Source: an optimization exercise on an open RTL-to-GDS flow (aim: small area, a short achievable clock period and few clock cycles per item). Production flows keep margins and buffers that such runs may drop.
For this run, only the layout was checked, not whether the RTL still works.
No activity file was given, so power comes from the tool's default toggle rates.

`run.sh`:
```
#!/bin/bash
# synth_recipe.tcl (not shown) runs the flow's synth.tcl, then flattens the netlist and writes it again
# the make line also repeats each setting of config.mk as NAME=value (left out here)
make -C /OpenROAD-flow-scripts/flow DESIGN_CONFIG=/design/flow/config.mk WORK_HOME=/design/flow/orfs CLKGATE_MAP_FILE= SYNTH_SCRIPT=/design/flow/synth_recipe.tcl finish
```
`config.mk`:
```
export PLATFORM = sky130hd
export DESIGN_NAME = fft_top
export DESIGN_NICKNAME = fft_top
export VERILOG_FILES = /design/flow/design.v
export SDC_FILE = /design/flow/constraint.sdc
export NUM_CORES = 4
export LEC_CHECK = 0
export ABC_AREA = 1
export CAP_MARGIN = 20
export CORE_MARGIN = 2
export CORE_UTILIZATION = 40
export CTS_CLUSTER_DIAMETER = 100
export CTS_CLUSTER_SIZE = 24
export SETUP_SLACK_MARGIN = 3.1
export SLEW_MARGIN = 20
```
`constraint.sdc`:
```
create_clock -name core_clock -period 6.0 [get_ports {clk}]
set_input_delay 1.2000 -clock core_clock [delete_from_list [all_inputs] [get_ports {clk}]]
set_output_delay 1.2000 -clock core_clock [all_outputs]
set_load 0.01 [all_outputs]
```
`design.v`:
```
`timescale 1ns/1ps
module fft_top (
  input  logic                       clk,
  input  logic                       reset_i,
  input  logic                       in_valid_i,
  output logic                       in_ready_o,
  input  logic [2*(4 + 4)-1:0] in_sample_i,
  output logic                       out_valid_o,
  input  logic                       out_ready_i,
  output logic [2*(4 + 4)-1:0] out_bin_o,
  output logic                       out_last_o
);
  logic [3:0][15:0] d_q, s_q, hi_q;
  logic [15:0]      bk1_q, bk3_q, bk5_q, bk7_q;
  logic [8:0]       z_q;
  logic             c7_q;
  logic [15:0]      out_q;
  logic             out_v_q;
  logic [2:0] fc_q;       
  logic       pa_cur_q;   
  logic [2:0] pa_q;       
  logic       bk_rdy_q;   
  logic [2:0] jc_q;       
  logic [2:0] ob_q;       
  logic       ir_q;       
  logic       rdy_q;      
  logic       vin_q;      
  logic [15:0] in_q;
  logic       st0_q, st1_q, w2_q, p2_q, p3_q, p4_q, p5_q, p6_q;
  logic       sa_d_q, sa_s0_q, sa_s1_q, sa_s2_q, sa_b1_q, sa_b3_q;
  logic       sb_d_q, sb_s1_q, sb_s2_q, sb_s3_q, sb_b5_q, sb_b7_q;
  logic       jx_q, j3_q;
  logic       evc_q;      
  logic fire, start, step1, out_acc, ev, jstep;
  logic op;
  assign fire    = in_valid_i && rdy_q;
  assign op      = vin_q && ir_q;
  assign start   = st0_q;
  assign step1   = st1_q;
  assign out_acc = !out_v_q || out_ready_i;
  assign ev      = out_acc && evc_q;
  assign jstep   = ev && !ob_q[2];
  logic [2:0] fc_n, pa_n, jc_n;
  logic       pa_cur_n, bk_rdy_n, ir_n;
  always_comb begin
    fc_n = op ? fc_q + 3'd1 : fc_q;
    if (op && fc_q == 3'd7)
      pa_cur_n = 1'b0;
    else if (start)
      pa_cur_n = 1'b1;
    else
      pa_cur_n = pa_cur_q;
    if (start)
      pa_n = 3'd1;
    else if (step1)
      pa_n = 3'd2;
    else if (pa_q >= 3'd2 && pa_q <= 3'd6)
      pa_n = pa_q + 3'd1;
    else
      pa_n = pa_q;
  end
  logic [1:0]      c_bk_rdy, c_ir, c_evc, c_st0, c_w2;
  logic [1:0]      c_sa_s0, c_sa_s2, c_sa_b1, c_sa_b3;
  logic [1:0]      c_sb_s3, c_sb_s1, c_sb_b5, c_sb_b7, c_jx, c_j3;
  logic [1:0][2:0] c_jc;
  for (genvar e = 0; e < 2; e++) begin : g_ev
    logic [2:0] ob_ee;
    logic       p2_ee, p3_ee, s1m_ee;
    always_comb begin
      ob_ee = (e == 1) ? ob_q + 3'd1 : ob_q;
      if (p3_q)
        c_bk_rdy[e] = 1'b1;
      else if ((e == 1) && !ob_q[2] && ob_q == 3'd3)
        c_bk_rdy[e] = 1'b0;
      else
        c_bk_rdy[e] = bk_rdy_q;
      if (p3_q)
        c_jc[e] = 3'd0;
      else if ((e == 1) && !ob_q[2])
        c_jc[e] = jc_q + 3'd1;
      else
        c_jc[e] = jc_q;
      case (fc_n)
        3'd0:             c_ir[e] = (pa_n >= 3'd1);
        3'd1, 3'd2, 3'd3: c_ir[e] = (pa_n >= 3'd2);
        3'd4, 3'd5:       c_ir[e] = (pa_n >= 3'd4) && (c_jc[e] >= 3'd1);
        3'd6:             c_ir[e] = (pa_n >= 3'd4) && (c_jc[e] >= 3'd3);
        default:          c_ir[e] = pa_cur_n || (pa_n == 3'd7 && !c_bk_rdy[e]);
      endcase
      c_evc[e]   = ob_ee[2] || c_bk_rdy[e];
      c_st0[e]   = (pa_n == 3'd7) && !c_bk_rdy[e] && (fc_n == 3'd7) && !pa_cur_n;
      c_w2[e]    = c_st0[e] || (pa_n == 3'd1);
      p2_ee      = (pa_n == 3'd2);
      p3_ee      = (pa_n == 3'd3);
      s1m_ee     = c_w2[e] || p2_ee || p3_ee;
      c_sa_s0[e] = p2_ee || (!s1m_ee && ob_ee[1:0] == 2'd0);
      c_sa_s2[e] = !s1m_ee && ob_ee[1:0] == 2'd2;
      c_sa_b1[e] = !s1m_ee && ob_ee[1:0] == 2'd1;
      c_sa_b3[e] = !s1m_ee && ob_ee[1:0] == 2'd3;
      c_sb_s3[e] = p3_ee || (!s1m_ee && ob_ee[1:0] == 2'd2);
      c_sb_s1[e] = !s1m_ee && ob_ee[1:0] == 2'd0;
      c_sb_b5[e] = !s1m_ee && ob_ee[1:0] == 2'd1;
      c_sb_b7[e] = !s1m_ee && ob_ee[1:0] == 2'd3;
      c_jx[e]    = ob_ee[1];
      c_j3[e]    = !s1m_ee && ob_ee[1:0] == 2'd3;
    end
  end
  logic nx_st0, nx_w2, nx_evc;
  assign bk_rdy_n = c_bk_rdy[ev];
  assign jc_n     = c_jc[ev];
  assign ir_n     = c_ir[ev];
  assign nx_st0   = c_st0[ev];
  assign nx_w2    = c_w2[ev];
  assign nx_evc   = c_evc[ev];
  always_ff @(posedge clk) begin
    sa_d_q  <= nx_w2;
    sa_s0_q <= c_sa_s0[ev];
    sa_s1_q <= (pa_n == 3'd3);
    sa_s2_q <= c_sa_s2[ev];
    sa_b1_q <= c_sa_b1[ev];
    sa_b3_q <= c_sa_b3[ev];
    sb_d_q  <= nx_w2;
    sb_s2_q <= (pa_n == 3'd2);
    sb_s3_q <= c_sb_s3[ev];
    sb_s1_q <= c_sb_s1[ev];
    sb_b5_q <= c_sb_b5[ev];
    sb_b7_q <= c_sb_b7[ev];
    jx_q    <= c_jx[ev];
    j3_q    <= c_j3[ev];
  end
  always_ff @(posedge clk) begin
    if (reset_i) begin
      fc_q     <= 3'd0;
      pa_cur_q <= 1'b0;
      pa_q     <= 3'd7;
      bk_rdy_q <= 1'b0;
      jc_q     <= 3'd4;
      ob_q     <= 3'd0;
      out_v_q  <= 1'b0;
      evc_q    <= 1'b0;
      ir_q     <= 1'b1;
      rdy_q    <= 1'b1;
      vin_q    <= 1'b0;
      st0_q    <= 1'b0;
      st1_q    <= 1'b0;
      w2_q     <= 1'b0;
      p2_q     <= 1'b0;
      p3_q     <= 1'b0;
      p4_q     <= 1'b0;
      p5_q     <= 1'b0;
      p6_q     <= 1'b0;
    end else begin
      st0_q    <= nx_st0;
      st1_q    <= (pa_n == 3'd1) && !pa_cur_n;
      w2_q     <= nx_w2;
      p2_q     <= (pa_n == 3'd2);
      p3_q     <= (pa_n == 3'd3);
      p4_q     <= (pa_n == 3'd4);
      p5_q     <= (pa_n == 3'd5);
      p6_q     <= (pa_n == 3'd6);
      fc_q     <= fc_n;
      pa_cur_q <= pa_cur_n;
      pa_q     <= pa_n;
      bk_rdy_q <= bk_rdy_n;
      jc_q     <= jc_n;
      ir_q     <= ir_n;
      evc_q    <= nx_evc;
      vin_q    <= rdy_q ? in_valid_i : vin_q;
      rdy_q    <= !(rdy_q ? in_valid_i : vin_q) || ir_n;
      if (ev) begin
        ob_q    <= ob_q + 3'd1;
        out_v_q <= 1'b1;
      end else if (out_acc) begin
        out_v_q <= 1'b0;
      end
    end
  end
  assign in_ready_o = rdy_q;
  always_ff @(posedge clk) begin
    if (!vin_q || ir_q)
      in_q <= in_sample_i;
  end
  logic [15:0] x_sum, x_dif;
  assign x_sum = {d_q[0][15:8] + in_q[15:8], d_q[0][7:0] + in_q[7:0]};
  assign x_dif = {d_q[0][15:8] - in_q[15:8], d_q[0][7:0] - in_q[7:0]};
  always_ff @(posedge clk) begin
    if (op) begin
      d_q[0] <= d_q[1];
      d_q[1] <= d_q[2];
      d_q[2] <= d_q[3];
      d_q[3] <= fc_q[2] ? x_dif : in_q;
    end
  end
  logic [1:0]  j;
  logic        s1m;
  logic [15:0] opa, opb2;
  logic [7:0]  bx, by;
  logic        c_p, c_m;
  logic [8:0]  t_p, t_m;
  logic [7:0]  s1_lr, s1_hr, s1_p, s1_m;
  assign j   = ob_q[1:0];
  assign s1m = w2_q || p2_q || p3_q;
  assign opa = ({16{sa_d_q}}  & d_q[1]) | ({16{sa_s0_q}} & s_q[0]) |
               ({16{sa_s1_q}} & s_q[1]) | ({16{sa_s2_q}} & s_q[2]) |
               ({16{sa_b1_q}} & bk1_q)  | ({16{sa_b3_q}} & bk3_q);
  assign opb2 = ({16{sb_d_q}}  & {d_q[3][7:0], d_q[3][15:8]}) |
                ({16{sb_s1_q}} & s_q[1]) | ({16{sb_s2_q}} & s_q[2]) |
                ({16{sb_s3_q}} & s_q[3]) | ({16{sb_b5_q}} & bk5_q) |
                ({16{sb_b7_q}} & bk7_q);
  assign bx = opb2[15:8];
  assign by = opb2[7:0];
  assign c_p   = j3_q && !c7_q;
  assign c_m   = !j3_q || c7_q;
  assign t_p   = {opa[7:0], 1'b1} + {by, c_p};
  assign t_m   = {opa[7:0], 1'b1} + {~by, c_m};
  assign s1_lr = opa[15:8] + bx;
  assign s1_hr = opa[15:8] - bx;
  assign s1_p  = t_p[8:1];
  assign s1_m  = t_m[8:1];
  logic              tw7, tw_nr;
  logic signed [7:0] tw_r, tw_i;
  logic signed [8:0] tw_z;
  logic signed [12:0] tw_m;
  logic [7:0]        tw_f;
  assign tw7   = p4_q || p5_q;
  assign tw_nr = p3_q || p4_q;
  assign tw_r  = tw7 ? bk7_q[15:8] : bk5_q[15:8];
  assign tw_i  = tw7 ? bk7_q[7:0]  : bk5_q[7:0];
  assign tw_z  = tw_nr ? {tw_i[7], tw_i} - {tw_r[7], tw_r} : {tw_i[7], tw_i} + {tw_r[7], tw_r};
  assign tw_m  = {{4{z_q[8]}}, z_q} * 13'd11;
  assign tw_f  = tw_m[11:4];
  always_ff @(posedge clk) begin
    z_q <= tw_z;
    if (p6_q)
      c7_q <= (z_q[3:0] == 4'd0);
  end
  always_ff @(posedge clk) begin
    if (start) begin
      bk1_q <= {s1_lr, s1_m};                       
      bk3_q <= {s1_hr, s1_p};                       
    end
    if (step1) begin
      bk5_q <= {s1_lr, s1_m};                       
      bk7_q <= {s1_hr, s1_p};                       
    end
    if (p3_q) bk5_q[15:8] <= tw_f;          
    if (p4_q) bk5_q[7:0]  <= tw_f;          
    if (p5_q) bk7_q[15:8] <= tw_f;          
    if (p6_q) bk7_q[7:0]  <= tw_f;          
  end
  always_ff @(posedge clk) begin
    if (op && fc_q[2])
      s_q[fc_q[1:0]] <= x_sum;
    if (p2_q) begin
      s_q[0] <= {s1_lr, s1_p};                      
      s_q[2] <= {s1_hr, s1_m};                      
    end
    if (p3_q) begin
      s_q[1] <= {s1_lr, s1_p};                      
      s_q[3] <= {s1_m, s1_hr};                      
    end
  end
  logic [15:0] x_lo, x_hi;
  assign x_lo = {s1_lr, jx_q ? s1_m : s1_p};
  assign x_hi = {s1_hr, jx_q ? s1_p : s1_m};
  always_ff @(posedge clk) begin
    if (ev) begin
      out_q      <= ob_q[2] ? hi_q[0] : x_lo;
      hi_q[0]    <= hi_q[1];
      hi_q[1]    <= hi_q[2];
      hi_q[2]    <= hi_q[3];
      hi_q[3]    <= x_hi;
    end
  end
  assign out_valid_o = out_v_q;
  assign out_bin_o   = out_q;
  assign out_last_o  = (ob_q == 3'd0);
endmodule
```
==> summary.txt <==
[worst max-delay path: stages (launching register included)]
cell        delay [ns]
dfxtp_2           0.41
clkinvlp_4        0.23
buf_12            0.20
o21ai_1           0.22
nor3_2            0.10
inv_1             0.11
ha_4              0.23
buf_4             0.14
buf_4             0.15
nor3_1            0.21
nand2_2           0.08
nand2_2           0.09
inv_1             0.05
nand2_2           0.09
nand2_4           0.10
o21ai_1           0.13
inv_1             0.06
[placed cells by master, fill, tap and decap left out, types with 15 or more instances in the layout]
cell type,netlist,routed
a22oi_1,22,22
a21oi_1,133,125
clkbuf_16,0,20
buf_4,2,47
nor2_1,94,88
nand3_1,143,136
ha_1,98,81
xor2_1,39,28
nand2_2,4,27
o21ai_0,120,101
clkdlybuf4s50_1,0,37
inv_2,8,17
ha_4,0,15
inv_1,246,231
dfxtp_1,45,32
nand4_1,36,36
nand2_1,509,482
o21ai_1,9,22
edfxtp_1,288,288
[routing by layer]
layer	GRT usage [%]	part of all wire (%)
met1	31.5	42
met2	37.1	46
met3	2.96	7.9
met4	8.66	3.9
met5	0	0.041
[power groups by stage]
stage | logic (mW) | clock network [mW] | registers (mW)
floorplan | 1.22 | 0 | 2.89
global placement | 2.00 | 0 | 2.91
detailed placement | 2.01 | 0 | 2.91
CTS | 2.27 | 1.45 | 2.86
global route | 2.79 | 1.51 | 2.87
finish | 2.61 | 1.41 | 2.86
[state kept, by name, summed over array words and instances, names as in the netlist, 3 cells and up]
signal,cells
hi_q,64
in_q,16
bk3_q,15
bk5_q,16
pa_q,3
bk1_q,16
z_q,9
bk7_q,16
out_q,16
fc_q,3
jc_q,3
d_q,64
ob_q,3
s_q,64
[per-stage QoR]
stage | instances | hold WS [ns] | cell area, sq um | setup slack, ns
2_1_floorplan | 2020 | 0.400 | 18400 | 3.31
3_3_place_gp | 2590 | 0.400 | 19200 | 2.53
3_5_place_dp | 2590 | 0.405 | 19200 | 2.48
4_1_cts | 2632 | 0.427 | 20300 | 3.03
5_1_grt | 2664 | 0.430 | 21000 | 3.00
6_report | 2665 | 0.424 | 21000 | 3.15
[cells in the mapped netlist (12+ instances only)]
| master | count | area share [%] |
|---|---|---|
| dfxtp_1 | 45 | 4.9 |
| o21ai_0 | 120 | 3.3 |
| buf_2 | 18 | 0.49 |
| nand2_1 | 509 | 10 |
| a22oi_1 | 22 | 0.90 |
| nand4_1 | 36 | 1.2 |
| nand3_1 | 143 | 3.9 |
| nor3_1 | 25 | 0.68 |
| edfxtp_1 | 288 | 47 |
| xor2_1 | 39 | 1.9 |
| a21oi_1 | 133 | 3.6 |
| nor2_1 | 94 | 1.9 |
| clkbuf_1 | 51 | 1.0 |
| fa_1 | 12 | 1.3 |
| inv_1 | 246 | 5.0 |
| ha_1 | 98 | 6.7 |
[logic make-up after synthesis]
| group | count (synthesis) | synth area share, % |
|---|---|---|
| buffers and inverters | 342 | 7.28 |
| flip-flops | 333 | 52.0 |
| multiplexers | 7 | 0.423 |
| AO/OA/AOI/OAI | 346 | 10.7 |
| adder cells (fa/ha/maj) | 110 | 7.99 |
| XOR/XNOR | 46 | 2.24 |
| AND/OR/NAND/NOR | 836 | 19.4 |
[repair_timing]
action / 4_1_cts / 5_1_grt
setup buffers: 9 / 31
cloned: 1 / 1
pin swaps: 8 / 36
setup endpoints to repair: 125 / 189
resized for setup: 83 / 110
[cell type report]
cell class,instances,area [sq um]
sequential,333,9580
multi-input combinational,1346,8190
timing repair buffer,94,878
antenna,1,2.50
clock buffer,28,519
fill,4326,24300
clock inverter,4,46.3
tap,600,751
inverter,259,997
[worst paths after layout]
path	startpoint	end	slack, ns	cells after the start
worst min register to register	hi_q[42]$_DFFE_PP_	hi_q[26]$_DFFE_PP_	0.42	0
worst max register to register	sb_s1_q$_DFF_P_	s_q[39]$_DFFE_PP_	3.15	16
worst max-delay path	sb_s1_q$_DFF_P_	s_q[39]$_DFFE_PP_	3.15	16
worst min-delay path	hi_q[42]$_DFFE_PP_	hi_q[26]$_DFFE_PP_	0.42	0
==> flow_summary.ini <==
[clock_network]
cts_root_buffer = clkbuf_16
cts_buffers = 18
clk_pin_slew_worst_paths_ns = 0.11
cts_hold_buf = 0
htree_levels = 1
cts_buffer_depth = 3
clk_latency_ns = 0.55
clkSinkCount = 333
cts_tree = yes

[worst_hold_path]
hold_path.class = flip-flop to flip-flop

[power_and_ir_drop]
power-per-cell-area_nw_per_um2 = 328
p_leak_nw = 8.68
p_int_mw = 4.30
peakVddDrop_mv = 0.198
swShare_pct = 37.5
total_power_mw = 6.87
switchingPower_mw = 2.58
p_seq_share_pct = 41.6
power.share.combinational_pct = 37.9
clkPwrFrac_pct = 20.5

[final_layout]
fin_nets = 2182
area_growth_pct = 14.2
layout-drive-gt1-share_pct = 12.4
final_util_pct = 46.3

[place]
place.port_buffers = 38
gp_congestion = 0.978
place_hpwl_um = 40100

[yosys]
synth_ff_type = edfxtp_1
synth_cells = 2020
syn_area_per_cell_sq_um = 9.08
synth.cell_area_sq_um = 18300
syn-num-nets = 2150
ys.warnings.count = 1
synth-seq-cells = 333
seq_area_frac_synth_pct = 52.0
synth_cell_type_count = 60
async_flop_share_pct = 0
synth-edff-count = 288

[grt]
antenna_found_initial = 3
grt.total_usage_pct = 22.9
first_global_vias = 14000
grt-ovfl-total = 0
grt_max_degree = 80
grt_pass1_wl_um = 83400

[sta]
min_period_over_period_pct = 47.5
min_period_ns = 2.85
fmaxAchievable_mhz = 351
finalHoldViolCount = 0
grt_setup_unrepaired = yes
maxSlewViolCount = 0
timing.max_slew.rel_slack_pct = 28.5
setup-tns-final_ns = 0
worst_pin_slew_ns = 1.07
fin_worst_skew_ns = 0.0319
setup_violations = 0

[route]
firstDrtPassIters = 6
wl_per_cell_um = 21.0
drtAntennaViolNets = 0
drt-total-wl_um = 55800
drtIter0Drc = 1765
vias = 14700
avgViaCountPerCell = 5.51
drcViolationCount = 0

[setup_path]
path_max_fanout = 6
arrival_ns = 3.14
cp-end-kind = flip-flop
start_kind = flip-flop
crit_type = flip-flop to flip-flop
worst_ep_required_time_ns = 6.29

[die]
core_area_sq_um = 45300
die_area_sq_um = 47600
num_io_pins = 39
start_util_pct = 40.5
die_w_um = 218
fp.dieH_um = 218
rows = 78

[flow_run]
cap_violations = 0

[status]
outcome = complete, no violations

-- static timing again, ports no longer ideal --
The flow's constraints put no driver on any port. The routed layout listed below was extracted and timed again, unchanged, in two steps. Step 1 sets driving cells, clkbuf_16 on the clock port and buf_2 on the other inputs (assumed; they add their load-dependent delay and slew). Step 2 adds t to the input delays and takes it off the output delays; t is the mean of the earliest and latest rising clock arrival at the registers after step 1. Input paths then give back, and output paths get back, about the clock's delay inside the block. a / b / c = ideal ports / drivers / drivers and shift; a / b = the first two.
shift t [ns]: 0.587
slack for setup (ns): 3.150 / 3.150 / 2.729
hold WS [ns]: 0.424 / 0.424 / 0.424
After both steps setup and hold are still met in this run. For this run, drivers alone change the setup slack by 0.000 ns; drivers and shift together by -0.421 ns.
